Source: an optimization exercise on an open RTL-to-GDS flow (aim: small area). Production flows keep margins and buffers that such runs may drop. In this exercise RTL edits were held to simulation tests only and were not proved equivalent to the original. Power and IR drop assume default switching activity. The flow treats the clock pin as an ideal source, which a real chip does not have.

== job 101 ==
## window_gen_top
module window_gen_top (
  input  logic         clk,
  input  logic         rst_n,
  input  logic         aclr,
  input  logic         ien,
  input  logic         isof,
  input  logic [9:0]   per_img_Y,
  output logic         oen,
  output logic [249:0] win_data,
  output logic [5:0]   win_row,
  output logic [5:0]   win_col,
  output logic         win_inside
);
  window_gen_kxk #(
    .DW(10), .K(5), .IMG_W(64), .IMG_H(48), .ZERO_PAD(1)
  ) u_core (
    .clk        (clk),
    .rst_n      (rst_n),
    .aclr       (aclr),
    .ien        (ien),
    .isof       (isof),
    .per_img_Y  (per_img_Y),
    .oen        (oen),
    .win_data   (win_data),
    .win_row    (win_row),
    .win_col    (win_col),
    .win_inside (win_inside)
  );
endmodule
Size: about 6300 cells after synthesis, about 2600 flip-flops, ~280 I/O pins, roughly 76000 sq um of cells after synthesis.
==> module line_taps, before the edit <==
module line_taps #(
  parameter int DW = 10,
  parameter int K  = 3
)(
  input  logic                  clk,
  input  logic                  i_en,
  input  logic                  i_en_n,
  input  logic [DW-1:0]         i_din,
  output logic [K-1:0][DW-1:0]  o_tap
);
  logic [K-1:0][DW-1:0] r_tap;
  always_ff @(posedge clk) begin
    r_tap[K-1] <= (r_tap[K-1] | {DW{i_en}}) & (i_din | {DW{i_en_n}});
    for (int j = 0; j < K - 1; j++)
      r_tap[j] <= (r_tap[j] | {DW{i_en}}) & (r_tap[j+1] | {DW{i_en_n}});
  end
  assign o_tap = r_tap;
endmodule
==> module window_gen_kxk, before the edit <==
module window_gen_kxk #(
  parameter int DW       = 10,
  parameter int K        = 3,
  parameter int IMG_W    = 640,
  parameter int IMG_H    = 480,
  parameter int ZERO_PAD = window_gen_kxk_pkg::ZP_ZERO
)(
  input  logic                      clk,
  input  logic                      rst_n,
  input  logic                      aclr,
  input  logic                      ien,
  input  logic                      isof,
  input  logic [DW-1:0]             per_img_Y,
  output logic                      oen,
  output logic [K*K*DW-1:0]         win_data,
  output logic [window_gen_kxk_pkg::coord_w(IMG_H)-1:0] win_row,
  output logic [window_gen_kxk_pkg::coord_w(IMG_W)-1:0] win_col,
  output logic                      win_inside
);
  localparam int RW = window_gen_kxk_pkg::coord_w(IMG_H);
  localparam int CW = window_gen_kxk_pkg::coord_w(IMG_W);
  localparam logic [RW-1:0] LAST_ROW = RW'(IMG_H - 1);
  localparam logic [CW-1:0] LAST_COL = CW'(IMG_W - 1);
  logic [RW-1:0] r_orow, w_row;
  logic [CW-1:0] r_ocol, w_col;
  logic          r_oen;
  logic          r_vld;    
  logic          r_ph;     
  logic [K-1:0][K-1:0][DW-1:0] r_tap;    
  logic [K-2:0][DW-1:0]        w_dly;    
  always_comb begin
    w_row = r_orow;
    w_col = r_ocol + 1'b1;
    if (r_ocol == LAST_COL) begin
      w_col = '0;
      w_row = (r_orow == LAST_ROW) ? '0 : r_orow + 1'b1;
    end
    if (isof || !r_vld) begin
      w_row = '0;
      w_col = '0;
    end
  end
  genvar d;
  for (d = 1; d < K; d++) begin : g_dly
    line_delay #(.DW(DW), .DEPTH(IMG_W - K)) u_dly (
      .clk    (clk),
      .i_en   (ien),
      .i_en_n (~ien),
      .i_din  (r_tap[d][0] ^ {DW{r_ph}}),
      .o_dout (w_dly[d-1])
    );
  end
  always_ff @(posedge clk or negedge rst_n) begin
    if (!rst_n) r_ph <= 1'b0;
    else        r_ph <= ~r_ph;
  end
  logic [K-1:0][DW-1:0] w_tapin;    
  assign w_tapin[K-1] = ~per_img_Y;
  genvar t;
  for (t = 0; t < K; t++) begin : g_tap
    if (t < K - 1) begin : g_in
      assign w_tapin[t] = w_dly[t] ^ {DW{r_ph}};
    end
    line_taps #(.DW(DW), .K(K)) u_taps (
      .clk    (clk),
      .i_en   (ien),
      .i_en_n (~ien),
      .i_din  (w_tapin[t]),
      .o_tap  (r_tap[t])
    );
  end
  always_ff @(posedge clk or negedge rst_n) begin
    if (!rst_n) begin
      r_orow <= '0;
      r_ocol <= '0;
      r_oen  <= 1'b0;
      r_vld  <= 1'b0;
    end else if (aclr) begin
      r_orow <= '0;
      r_ocol <= '0;
      r_oen  <= 1'b0;
      r_vld  <= 1'b0;
    end else begin
      r_oen <= ien;
      if (ien) begin
        r_orow <= w_row;
        r_ocol <= w_col;
        r_vld  <= 1'b1;
      end
    end
  end
  genvar i, j;
  for (i = 0; i < K; i++) begin : g_row
    for (j = 0; j < K; j++) begin : g_col
      logic w_show;
      assign w_show = r_vld && (ZERO_PAD == window_gen_kxk_pkg::ZP_RAW ||
                      (int'(r_orow) >= K - 1 - i && int'(r_ocol) >= K - 1 - j));
      assign win_data[window_gen_kxk_pkg::tap_idx(i, j, K)*DW +: DW] =
        w_show ? ~r_tap[i][j] : '0;
    end
  end
  assign oen        = r_oen;
  assign win_row    = r_orow;
  assign win_col    = r_ocol;
  assign win_inside = (int'(r_orow) >= K - 1) && (int'(r_ocol) >= K - 1);
endmodule
export LEC_CHECK = 0
export CAP_MARGIN = 20
export CORE_MARGIN = 2
export CORE_UTILIZATION = 65
export SLEW_MARGIN = 20
export SYNTH_HIERARCHICAL = 1
create_clock -name core_clock -period 5.0 [get_ports {clk}]
standard.sh (not shown) runs the stock make flow with config.mk's settings and CLKGATE_MAP_FILE= SYNTH_SCRIPT=/design/flow/synth_recipe.tcl, a recipe that flattens the netlist after the stock synthesis.
==> flow/flow/run.sh <==
#!/bin/bash
set -euo pipefail
bash standard.sh \
  "CTS_ARGS=-sink_clustering_enable -repair_clock_nets -dont_use_dummy_load -sink_clustering_size 28 -sink_clustering_max_diameter 100" \
  "BUFFER_PORTS_ARGS=-buffer_cell sky130_fd_sc_hd__buf_1" \
  finish > standard_flow.log 2>&1
--- input diff job 101..job 102 ---
--- a/flow/design.v
+++ b/flow/design.v
@@ -55,24 +55,6 @@
       r_mem[k] <= ~((r_mem[k] | {DW{i_en}}) & (r_mem[k-1] | {DW{i_en_n}}));
   end
   assign o_dout = r_mem[DEPTH-1];
-endmodule
-module line_taps #(
-  parameter int DW = 10,
-  parameter int K  = 3
-)(
-  input  logic                  clk,
-  input  logic                  i_en,
-  input  logic                  i_en_n,
-  input  logic [DW-1:0]         i_din,
-  output logic [K-1:0][DW-1:0]  o_tap
-);
-  logic [K-1:0][DW-1:0] r_tap;
-  always_ff @(posedge clk) begin
-    r_tap[K-1] <= (r_tap[K-1] | {DW{i_en}}) & (i_din | {DW{i_en_n}});
-    for (int j = 0; j < K - 1; j++)
-      r_tap[j] <= (r_tap[j] | {DW{i_en}}) & (r_tap[j+1] | {DW{i_en_n}});
-  end
-  assign o_tap = r_tap;
 endmodule
 module window_gen_kxk #(
   parameter int DW       = 10,
@@ -137,13 +119,9 @@
     if (t < K - 1) begin : g_in
       assign w_tapin[t] = w_dly[t] ^ {DW{r_ph}};
     end
-    line_taps #(.DW(DW), .K(K)) u_taps (
-      .clk    (clk),
-      .i_en   (ien),
-      .i_en_n (~ien),
-      .i_din  (w_tapin[t]),
-      .o_tap  (r_tap[t])
-    );
+    always_ff @(posedge clk) begin
+      if (ien) r_tap[t] <= {w_tapin[t], r_tap[t][K-1:1]};
+    end
   end
   always_ff @(posedge clk or negedge rst_n) begin
     if (!rst_n) begin
==> results.txt <==
Job 102 vs job 101, area of the die went down by 420 sq um. Fraction of power consumed by the clock network: job 102 vs job 101 up 0.3 points. Job 102 against job 101: setup slack rose by 600 ps, y dimension of the die did not really move, number of diodes up 1. Per the comparison of job 102 with job 101, post-layout minimum cycle time lower, fmax has increased, largest clock skew in the final design shows no meaningful change. Job 102: fraction of power consumed by sequential logic 0.5 points above job 101. Compare job 101 and job 102 | part of the Yosys area used for sequential elements higher: job 102. Comparing first-pass GRT wire length for job 101 and job 102, the smaller number came from job 102. Compared with job 101, in job 102 final design instance area without fill essentially unchanged, netlist area before placement decreased about 0.35%, HPWL after detailed placement increased 0.31%.

re-timing with driven ports:
The flow's constraints put no driver on any port. The routed layouts listed below were extracted and timed again, unchanged, in two steps.
Step 1 assumes that a clkbuf_16 drives the clock port and a buf_2 every other input.
Step 2 moves the port delays by t, midway between the first and last clock arrival at a register: inputs arrive t later, outputs are due t later. That takes back most of the time a late clock gives input paths.
a / b / c = ideal / step 1 / step 2; a / b = the first two.
run	t, ns	setup WS [ns]	hold slack, ns	worst setup path at the end
job 101	0.775	0.124 / 0.046 / 0.821	0.386 / 0.347 / 0.424	register to output
job 102	0.782	0.724 / 0.643 / 1.425	0.419 / 0.431 / 0.431	register to output
After both steps every run listed still meets setup and hold.
